What follows belongs to an exercise in optimizing a design on an open flow for small area, a short achievable clock period and few clock cycles; a production flow would make more cautious choices. Where RTL was checked, it was by simulation tests only, not by an equivalence proof against the original. Power and IR drop assume default switching activity.

==> maple: inputs <==
## online_shop
module online_shop
(
	input  logic         clk,
	input  logic         inf,
	input  logic [15:0]  data_in,
	input  logic         id_valid,
	input  logic         act_valid,
	input  logic         item_valid,
	input  logic         num_valid,
	input  logic         amnt_valid,
	input  logic         c_out_valid,
	input  logic [63:0]  c_data_r,
	output logic         c_in_valid,
	output logic         c_r_wb,
	output logic [7:0]   c_addr,
	output logic [63:0]  c_data_w,
	output logic         out_valid,
	output logic [3:0]   err_msg,
	output logic         complete,
	output logic [31:0]  out_info
);
==> module stock_chk, before the edit <==
module stock_chk
(
	input  logic [17:0] holds,    
	input  logic [1:0]  item,
	input  logic [5:0]  cnt,
	output logic        ok
);
	function automatic logic ge6(input logic [5:0] h, input logic [5:0] c);
		logic g;
		g = 1'b1;
		for (int i = 0; i < 6; i++)
			g = (h[i] & ~c[i]) | ((h[i] | ~c[i]) & g);
		ge6 = g;
	endfunction
	logic ge1, ge2, ge3;
	assign ge1 = ge6(holds[5:0],   cnt);
	assign ge2 = ge6(holds[11:6],  cnt);
	assign ge3 = ge6(holds[17:12], cnt);
	always_comb begin
		case (item)
			2'd1:    ok = ge1;
			2'd2:    ok = ge2;
			2'd3:    ok = ge3;
			default: ok = cnt == 6'd0;
		endcase
	end
endmodule
clock: 9.0 ns
lec_check: 0
cap_margin: 20
core_margin: 2
core_utilization: 50
cts_cluster_diameter: 100
cts_cluster_size: 20
slew_margin: 20
standard.sh (not shown) runs the stock make flow with config.mk's settings and CLKGATE_MAP_FILE= SYNTH_SCRIPT=/design/flow/synth_recipe.tcl, a recipe that flattens the netlist after the stock synthesis.
==> flow/flow/run.sh <==
#!/bin/bash
# Own flow: the standard layout (standard.sh, unchanged synthesis and steps) with two
# extra ORFS settings passed on make's command line:
#  - port buffers are buf_1 cells instead of the default delay-buffer cells;
set -euo pipefail
cd "$(dirname "$0")/.."
bash standard.sh \
  "BUFFER_PORTS_ARGS=-buffer_cell sky130_fd_sc_hd__buf_1" \
  SETUP_SLACK_MARGIN=5.8 \
  finish > flow_make.log 2>&1
==> xenon: changes against maple <==
--- a/flow/design.v
+++ b/flow/design.v
@@ -294,13 +294,11 @@
 	logic [7:0]  uid;
 	logic [7:0]  sid;
 	logic [7:0]  xin;       
 	logic        got_sid;
 	logic        got_amt;
-	logic [14:2] pkr;       
-	logic        sdone;     
-	logic        fail;      
+	logic [16:0] opb;       
 	logic [11:0] xk;        
 	logic [63:0] wbuf;
 	logic [63:0] sbuf;
 	logic        inv_full_q;
 	logic        req;
@@ -324,17 +322,15 @@
 	always_ff @(posedge clk) begin
 		if (id_valid && st[IDLE])
 			uid <= data_in[7:0];
 		if (st[DCALC])
 			{xin[7:0], sid} <= {ua_dep[7:0], ua_dep[15:8]};
-		else if (fail)
+		else if (st[SERR])
 			{xin[7:0], sid} <= 16'd0;
 		else begin
-			if ((id_valid && !st[IDLE]) || amnt_valid)
+			if (id_valid && !st[IDLE])
 				sid <= data_in[7:0];
-			if (amnt_valid)
-				xin <= data_in[15:8];
 			if (num_valid)
 				xin[5:0] <= data_in[5:0];
 			if (item_valid)
 				xin[7:6] <= data_in[1:0];
 		end
@@ -355,11 +351,14 @@
 	cnt_mul u_cnt_mul (.item(item), .cnt(data_in[5:0]), .nk(nk_n));
 	price_mul u_price_mul (.nk(nk), .pk(pk_n), .xk(xk_n));
 	always_ff @(posedge clk) begin
 		if (num_valid)
 			nk <= nk_n;
-		pkr <= pk_n;
+		if (amnt_valid)
+			opb <= {1'b0, data_in};
+		else if (!got_amt)
+			opb <= ~{2'b00, pk_n, 2'b00};
 		xk <= {xk_n, 2'b00};
 	end
 	logic [63:0] ua, sa, ra;
 	assign ua = {wbuf[39:32], wbuf[47:40], wbuf[55:48], wbuf[63:56],
 	             wbuf[7:0],   wbuf[15:8],  wbuf[23:16], wbuf[31:24]};
@@ -378,11 +377,11 @@
 	logic [1:0]  lvl_new;
 	logic [6:0]  u_hsum;
 	logic        inv_full;
 	logic [63:0] ua_buy, ua_buy_w;
 	fee_lut   u_fee  (.level(ua[45:44]), .fee_m2(fee_m2));
-	money_sub u_msub (.money(ua[31:16]), .opb(~{2'b00, pkr, 2'b00}), .fee_m2(fee_m2), .c9(c9_q),
+	money_sub u_msub (.money(ua[31:16]), .opb(opb), .fee_m2(fee_m2), .c9(c9_q),
 	                  .lo(m_lo), .hi(m_hi));
 	assign money_low = mwb ? m_hi[16] : mreg[16];
 	exp_upd   u_exp  (.exp_in(ua[43:32]), .lvl(ua[45:44]), .xk(xk), .exp_new(exp_new), .lvl_new(lvl_new));
 	hold_add  u_uadd (.holds(ua[63:46]), .item(item), .cnt(cnt), .sum(u_hsum));
 	assign inv_full = u_hsum[6];
@@ -401,17 +400,17 @@
 	assign ua_buy_w = {ua_buy[39:32], ua_buy[47:40], ua_buy[55:48], ua_buy[63:56],
 	                   ua_buy[7:0],   ua_buy[15:8],  ua_buy[23:16], ua_buy[31:24]};
 	logic [16:0] d_sum;
 	logic        ovf;
 	logic [63:0] ua_dep;
-	dep_add u_dep (.money(ua[31:16]), .amount({xin, sid}), .sum(d_sum));
+	dep_add u_dep (.money(ua[31:16]), .amount(opb[15:0]), .sum(d_sum));
 	assign ovf    = d_sum[16];
 	assign ua_dep = {wbuf[63:16], d_sum[7:0], d_sum[15:8]};
 	logic [15:0] s_money;
 	logic [5:0]  s_hdiff;
 	logic [63:0] sa_new, sa_new_w;
-	sell_money u_smon (.money(sa[31:16]), .pk({pkr, 2'b00}), .money_new(s_money));
+	sell_money u_smon (.money(sa[31:16]), .pk(~opb[14:0]), .money_new(s_money));
 	hold_sub   u_ssub (.holds(sa[63:46]), .item(item), .cnt(cnt), .diff(s_hdiff));
 	always_comb begin
 		sa_new = sa;
 		case (item)
 			2'd1: sa_new[51:46] = s_hdiff;
@@ -429,37 +428,30 @@
 	logic stock_ok_q;
 	always_ff @(posedge clk)
 		stock_ok_q <= stock_ok;
 	assign buy_err  = inv_full_q ? 4'd4 : !stock_ok_q ? 4'd2 : mreg[16] ? 4'd3 : 4'd0;
 	logic u_go, sid_now, amt_now, buy_ok, u_req;
-	always_ff @(posedge clk or negedge inf) begin
-		if (!inf)
-			sdone <= 1'b0;
-		else
-			sdone <= st[SWAIT] && c_out_valid;
-	end
-	assign fail = st[SERR] || (sdone && !st[WREQ]);
 	assign u_go    = st[HAVEU] || (st[UWAIT] && c_out_valid);
 	assign sid_now = got_sid || id_valid;
 	assign amt_now = got_amt || amnt_valid;
 	assign buy_ok  = !inv_full_q && !money_low && stock_ok;
 	assign u_req   = ((st[IDLE] && id_valid) || st[UREQ]) && can_req;
 	always_comb begin
-		nst[IDLE]  = (st[IDLE] && !id_valid) || (st[DCALC] && !ovf) || fail || (st[WWAIT] && c_out_valid);
+		nst[IDLE]  = (st[IDLE] && !id_valid) || (st[DCALC] && !ovf) || st[SERR] || (st[WWAIT] && c_out_valid);
 		nst[UREQ]  = ((st[IDLE] && id_valid) || st[UREQ]) && !can_req;
 		nst[UWAIT] = u_req || (st[UWAIT] && !c_out_valid);
 		nst[HAVEU] = u_go && !sid_now && !amt_now;
 		nst[DCALC] = u_go && !sid_now && amt_now;
 		nst[SREQ]  = u_go && sid_now;
 		nst[SWAIT] = st[SREQ] || (st[SWAIT] && !c_out_valid);
 		nst[WREQ]  = st[SWAIT] && c_out_valid && buy_ok;
-		nst[SERR]  = st[DCALC] && ovf;
+		nst[SERR]  = (st[SWAIT] && c_out_valid && !buy_ok) || (st[DCALC] && ovf);
 		nst[WWAIT] = st[WREQ] || (st[WWAIT] && !c_out_valid);
 		req  = u_req || nst[SREQ] || (st[DCALC] && !ovf) || (st[WWAIT] && c_out_valid);
-		ovld = (st[DCALC] && !ovf) || fail || (st[WWAIT] && c_out_valid);
+		ovld = (st[DCALC] && !ovf) || st[SERR] || (st[WWAIT] && c_out_valid);
 		rd   = st[IDLE] || st[UREQ] || st[UWAIT] || st[HAVEU];
-		err_n = !fail ? 4'd0 : st[SERR] ? 4'd8 : buy_err;
+		err_n = !st[SERR] ? 4'd0 : got_amt ? 4'd8 : buy_err;
 		if (st[IDLE])
 			addr_n = data_in[7:0];
 		else if (st[UWAIT] || st[HAVEU])
 			addr_n = id_valid ? data_in[7:0] : sid;
 		else if (st[WREQ] || st[WWAIT])
@@ -499,15 +491,15 @@
 		mwb  <= st[SREQ];
 		if (st[SREQ])
 			c9_q <= m_lo[9];
 		if (st[SREQ])
 			mreg[8:0] <= m_lo[8:0];
-		else if (st[DCALC] || fail)
+		else if (st[DCALC] || st[SERR])
 			mreg[8:0] <= 9'd0;
 		if (mwb)
 			mreg[16:9] <= m_hi;
-		else if (st[DCALC] || fail)
+		else if (st[DCALC] || st[SERR])
 			mreg[16:9] <= 8'd0;
 		if (st[SREQ])
 			inv_full_q <= inv_full;
 	end
 endmodule
--- a/flow/flow/run.sh
+++ b/flow/flow/run.sh
@@ -4,7 +4,7 @@
 #  - port buffers are buf_1 cells instead of the default delay-buffer cells;
 set -euo pipefail
 cd "$(dirname "$0")/.."
 bash standard.sh \
   "BUFFER_PORTS_ARGS=-buffer_cell sky130_fd_sc_hd__buf_1" \
-  SETUP_SLACK_MARGIN=5.8 \
+  SETUP_SLACK_MARGIN=6.0 \
   finish > flow_make.log 2>&1
==> cedar: changes against maple <==
--- a/flow/design.v
+++ b/flow/design.v
@@ -233,14 +233,21 @@
 	input  logic [1:0]  item,
 	input  logic [5:0]  cnt,
 	output logic        ok
 );
 	function automatic logic ge6(input logic [5:0] h, input logic [5:0] c);
-		logic g;
-		g = 1'b1;
-		for (int i = 0; i < 6; i++)
-			g = (h[i] & ~c[i]) | ((h[i] | ~c[i]) & g);
+		logic [5:0] eq;
+		logic       g;
+		eq = ~(h ^ c);
+		g  = &eq;
+		for (int i = 0; i < 6; i++) begin
+			logic above;
+			above = 1'b1;
+			for (int j = i + 1; j < 6; j++)
+				above = above & eq[j];
+			g = g | (h[i] & ~c[i] & above);
+		end
 		ge6 = g;
 	endfunction
 	logic ge1, ge2, ge3;
 	assign ge1 = ge6(holds[5:0],   cnt);
 	assign ge2 = ge6(holds[11:6],  cnt);
- CORE_UTILIZATION: 50 -> 60
==> zinc: changes against maple <==
--- a/flow/design.v
+++ b/flow/design.v
@@ -138,21 +138,18 @@
 module money_sub
 (
 	input  logic [15:0] money,
 	input  logic [16:0] opb,      
 	input  logic [6:0]  fee_m2,
-	input  logic        c9,       
-	output logic [9:0]  lo,       
-	output logic [16:9] hi
+	output logic [16:0] m_diff
 );
 	logic [16:0] op_a, op_c, cs_s, cs_c;
-	assign op_a = {1'b0, money};
-	assign op_c = ~{10'd0, fee_m2};
-	assign cs_s = op_a ^ opb ^ op_c;
-	assign cs_c = (op_a & opb) | (op_a & op_c) | (opb & op_c);
-	assign lo   = 10'(cs_s[8:0]) + 10'({cs_c[7:0], 1'b0});
-	assign hi   = cs_s[16:9] + cs_c[15:8] + 8'(c9);
+	assign op_a   = {1'b0, money};
+	assign op_c   = ~{10'd0, fee_m2};
+	assign cs_s   = op_a ^ opb ^ op_c;
+	assign cs_c   = (op_a & opb) | (op_a & op_c) | (opb & op_c);
+	assign m_diff = cs_s + {cs_c[15:0], 1'b0};
 endmodule
 module exp_upd
 (
 	input  logic [11:0] exp_in,
 	input  logic [1:0]  lvl,
@@ -294,13 +291,11 @@
 	logic [7:0]  uid;
 	logic [7:0]  sid;
 	logic [7:0]  xin;       
 	logic        got_sid;
 	logic        got_amt;
-	logic [14:2] pkr;       
-	logic        sdone;     
-	logic        fail;      
+	logic [16:0] opb;       
 	logic [11:0] xk;        
 	logic [63:0] wbuf;
 	logic [63:0] sbuf;
 	logic        inv_full_q;
 	logic        req;
@@ -317,24 +312,20 @@
 			pend <= 1'b0;
 		else
 			pend <= c_in_valid || (pend && !c_out_valid);
 	end
 	assign can_req = !c_in_valid && (!pend || c_out_valid);
-	logic req_q;
-	assign c_in_valid = req_q || st[WREQ];
 	always_ff @(posedge clk) begin
 		if (id_valid && st[IDLE])
 			uid <= data_in[7:0];
 		if (st[DCALC])
 			{xin[7:0], sid} <= {ua_dep[7:0], ua_dep[15:8]};
-		else if (fail)
+		else if (st[SERR])
 			{xin[7:0], sid} <= 16'd0;
 		else begin
-			if ((id_valid && !st[IDLE]) || amnt_valid)
+			if (id_valid && !st[IDLE])
 				sid <= data_in[7:0];
-			if (amnt_valid)
-				xin <= data_in[15:8];
 			if (num_valid)
 				xin[5:0] <= data_in[5:0];
 			if (item_valid)
 				xin[7:6] <= data_in[1:0];
 		end
@@ -355,36 +346,34 @@
 	cnt_mul u_cnt_mul (.item(item), .cnt(data_in[5:0]), .nk(nk_n));
 	price_mul u_price_mul (.nk(nk), .pk(pk_n), .xk(xk_n));
 	always_ff @(posedge clk) begin
 		if (num_valid)
 			nk <= nk_n;
-		pkr <= pk_n;
+		if (amnt_valid)
+			opb <= {1'b0, data_in};
+		else if (!got_amt)
+			opb <= ~{2'b00, pk_n, 2'b00};
 		xk <= {xk_n, 2'b00};
 	end
 	logic [63:0] ua, sa, ra;
 	assign ua = {wbuf[39:32], wbuf[47:40], wbuf[55:48], wbuf[63:56],
 	             wbuf[7:0],   wbuf[15:8],  wbuf[23:16], wbuf[31:24]};
 	assign sa = {sbuf[39:32], sbuf[47:40], sbuf[55:48], sbuf[63:56],
 	             sbuf[7:0],   sbuf[15:8],  sbuf[23:16], sbuf[31:24]};
 	assign ra = {c_data_r[39:32], c_data_r[47:40], c_data_r[55:48], c_data_r[63:56],
 	             c_data_r[7:0],   c_data_r[15:8],  c_data_r[23:16], c_data_r[31:24]};
 	logic [6:0]  fee_m2;
-	logic [9:0]  m_lo;      
-	logic [16:9] m_hi;      
-	logic        c9_q;      
+	logic [16:0] m_diff;    
 	logic [16:0] mreg;      
-	logic        money_low;
 	logic        mwb;       
 	logic [11:0] exp_new;
 	logic [1:0]  lvl_new;
 	logic [6:0]  u_hsum;
 	logic        inv_full;
 	logic [63:0] ua_buy, ua_buy_w;
 	fee_lut   u_fee  (.level(ua[45:44]), .fee_m2(fee_m2));
-	money_sub u_msub (.money(ua[31:16]), .opb(~{2'b00, pkr, 2'b00}), .fee_m2(fee_m2), .c9(c9_q),
-	                  .lo(m_lo), .hi(m_hi));
-	assign money_low = mwb ? m_hi[16] : mreg[16];
+	money_sub u_msub (.money(ua[31:16]), .opb(opb), .fee_m2(fee_m2), .m_diff(m_diff));
 	exp_upd   u_exp  (.exp_in(ua[43:32]), .lvl(ua[45:44]), .xk(xk), .exp_new(exp_new), .lvl_new(lvl_new));
 	hold_add  u_uadd (.holds(ua[63:46]), .item(item), .cnt(cnt), .sum(u_hsum));
 	assign inv_full = u_hsum[6];
 	always_comb begin
 		ua_buy = ua;
@@ -401,17 +390,17 @@
 	assign ua_buy_w = {ua_buy[39:32], ua_buy[47:40], ua_buy[55:48], ua_buy[63:56],
 	                   ua_buy[7:0],   ua_buy[15:8],  ua_buy[23:16], ua_buy[31:24]};
 	logic [16:0] d_sum;
 	logic        ovf;
 	logic [63:0] ua_dep;
-	dep_add u_dep (.money(ua[31:16]), .amount({xin, sid}), .sum(d_sum));
+	dep_add u_dep (.money(ua[31:16]), .amount(opb[15:0]), .sum(d_sum));
 	assign ovf    = d_sum[16];
 	assign ua_dep = {wbuf[63:16], d_sum[7:0], d_sum[15:8]};
 	logic [15:0] s_money;
 	logic [5:0]  s_hdiff;
 	logic [63:0] sa_new, sa_new_w;
-	sell_money u_smon (.money(sa[31:16]), .pk({pkr, 2'b00}), .money_new(s_money));
+	sell_money u_smon (.money(sa[31:16]), .pk(~opb[14:0]), .money_new(s_money));
 	hold_sub   u_ssub (.holds(sa[63:46]), .item(item), .cnt(cnt), .diff(s_hdiff));
 	always_comb begin
 		sa_new = sa;
 		case (item)
 			2'd1: sa_new[51:46] = s_hdiff;
@@ -429,37 +418,30 @@
 	logic stock_ok_q;
 	always_ff @(posedge clk)
 		stock_ok_q <= stock_ok;
 	assign buy_err  = inv_full_q ? 4'd4 : !stock_ok_q ? 4'd2 : mreg[16] ? 4'd3 : 4'd0;
 	logic u_go, sid_now, amt_now, buy_ok, u_req;
-	always_ff @(posedge clk or negedge inf) begin
-		if (!inf)
-			sdone <= 1'b0;
-		else
-			sdone <= st[SWAIT] && c_out_valid;
-	end
-	assign fail = st[SERR] || (sdone && !st[WREQ]);
 	assign u_go    = st[HAVEU] || (st[UWAIT] && c_out_valid);
 	assign sid_now = got_sid || id_valid;
 	assign amt_now = got_amt || amnt_valid;
-	assign buy_ok  = !inv_full_q && !money_low && stock_ok;
+	assign buy_ok  = !inv_full_q && !mreg[16] && stock_ok;
 	assign u_req   = ((st[IDLE] && id_valid) || st[UREQ]) && can_req;
 	always_comb begin
-		nst[IDLE]  = (st[IDLE] && !id_valid) || (st[DCALC] && !ovf) || fail || (st[WWAIT] && c_out_valid);
+		nst[IDLE]  = (st[IDLE] && !id_valid) || (st[DCALC] && !ovf) || st[SERR] || (st[WWAIT] && c_out_valid);
 		nst[UREQ]  = ((st[IDLE] && id_valid) || st[UREQ]) && !can_req;
 		nst[UWAIT] = u_req || (st[UWAIT] && !c_out_valid);
 		nst[HAVEU] = u_go && !sid_now && !amt_now;
 		nst[DCALC] = u_go && !sid_now && amt_now;
 		nst[SREQ]  = u_go && sid_now;
 		nst[SWAIT] = st[SREQ] || (st[SWAIT] && !c_out_valid);
 		nst[WREQ]  = st[SWAIT] && c_out_valid && buy_ok;
-		nst[SERR]  = st[DCALC] && ovf;
+		nst[SERR]  = (st[SWAIT] && c_out_valid && !buy_ok) || (st[DCALC] && ovf);
 		nst[WWAIT] = st[WREQ] || (st[WWAIT] && !c_out_valid);
-		req  = u_req || nst[SREQ] || (st[DCALC] && !ovf) || (st[WWAIT] && c_out_valid);
-		ovld = (st[DCALC] && !ovf) || fail || (st[WWAIT] && c_out_valid);
+		req  = u_req || nst[SREQ] || (st[DCALC] && !ovf) || nst[WREQ] || (st[WWAIT] && c_out_valid);
+		ovld = (st[DCALC] && !ovf) || st[SERR] || (st[WWAIT] && c_out_valid);
 		rd   = st[IDLE] || st[UREQ] || st[UWAIT] || st[HAVEU];
-		err_n = !fail ? 4'd0 : st[SERR] ? 4'd8 : buy_err;
+		err_n = !st[SERR] ? 4'd0 : got_amt ? 4'd8 : buy_err;
 		if (st[IDLE])
 			addr_n = data_in[7:0];
 		else if (st[UWAIT] || st[HAVEU])
 			addr_n = id_valid ? data_in[7:0] : sid;
 		else if (st[WREQ] || st[WWAIT])
@@ -468,15 +450,15 @@
 			addr_n = uid;
 	end
 	always_ff @(posedge clk or negedge inf) begin
 		if (!inf) begin
 			st         <= NST'(1) << IDLE;
-			req_q      <= 1'b0;
+			c_in_valid <= 1'b0;
 			out_valid  <= 1'b0;
 		end else begin
 			st         <= nst;
-			req_q      <= req;
+			c_in_valid <= req;
 			out_valid  <= ovld;
 		end
 	end
 	always_ff @(posedge clk) begin
 		c_r_wb   <= rd;
@@ -488,26 +470,20 @@
 		if (st[UWAIT])
 			wbuf <= c_data_r;
 		else if (st[SREQ])
 			wbuf <= ua_buy_w;
 		else if (mwb)
-			{wbuf[7:0], wbuf[15:8]} <= {m_hi[15:9], mreg[8:0]};
+			{wbuf[7:0], wbuf[15:8]} <= mreg[15:0];
 		else if (st[DCALC])
 			wbuf <= ua_dep;
 		else if (st[WREQ])
 			wbuf <= sa_new_w;
 		sbuf <= c_data_r;
 		mwb  <= st[SREQ];
 		if (st[SREQ])
-			c9_q <= m_lo[9];
-		if (st[SREQ])
-			mreg[8:0] <= m_lo[8:0];
-		else if (st[DCALC] || fail)
-			mreg[8:0] <= 9'd0;
-		if (mwb)
-			mreg[16:9] <= m_hi;
-		else if (st[DCALC] || fail)
-			mreg[16:9] <= 8'd0;
+			mreg <= m_diff;
+		else if (st[DCALC] || st[SERR])
+			mreg <= 17'd0;
 		if (st[SREQ])
 			inv_full_q <= inv_full;
 	end
 endmodule
==> summary of the runs <==
xenon completed without violations. maple ran to the end with no violations. zinc completed with no timing, DRC or antenna violations. cedar finished clean.
Count of clock-buffer cells in the layout: xenon is lower than maple (1).
The highest sequential power belongs to cedar, the lowest to zinc.
Against xenon, the non-clock buffer count of cedar is lower by 37.
Area after synthesis: zinc is higher than cedar (about 5%).
Utilization, lowest first: maple, zinc, xenon, cedar.
The lowest hold slack belongs to cedar, the highest to zinc.
Testbench counts of xenon, summed over its fixed seeds: cycles 28,975.
Testbench counts of cedar, summed over its fixed seeds: cycles 28,975.
Only the layout flow was run in maple and zinc; the RTL was not checked for function there.

==> re-timing with driven ports <==
No port has a modelled driver above. Below, the same layouts with a new extraction and two added sets of constraints. Step 1: set_driving_cell puts a clkbuf_16 on clk and a buf_2 on each other input, an assumption about the parent block. Step 2 times the ports against the registers' clock, not the clock port: input delays grow and output delays shrink by t, the midpoint of the rising clock arrivals with the driver on. Three values: ideal ports, drivers, drivers and shift; two values: the first two.
| run | shift t [ns] | slack for setup (ns) | latest minus earliest clock arrival (ns) | slew at the worst register clock pin (ns) |
|---|---|---|---|---|
| maple | 0.542 | 5.701 / 5.709 / 5.167 | 0.017 / 0.016 | 0.09 / 0.09 |
| xenon | 0.548 | 5.834 / 5.785 / 5.305 | 0.025 / 0.024 | 0.09 / 0.09 |
| cedar | 0.540 | 5.854 / 5.807 / 5.387 | 0.048 / 0.048 | 0.09 / 0.09 |
| zinc | 0.538 | 5.507 / 5.507 / 5.291 | 0.019 / 0.020 | 0.10 / 0.10 |
After both steps setup and hold are still met in every run listed. For maple, which loses most, drivers alone change the setup slack by +0.008 ns; drivers and shift together by -0.534 ns.
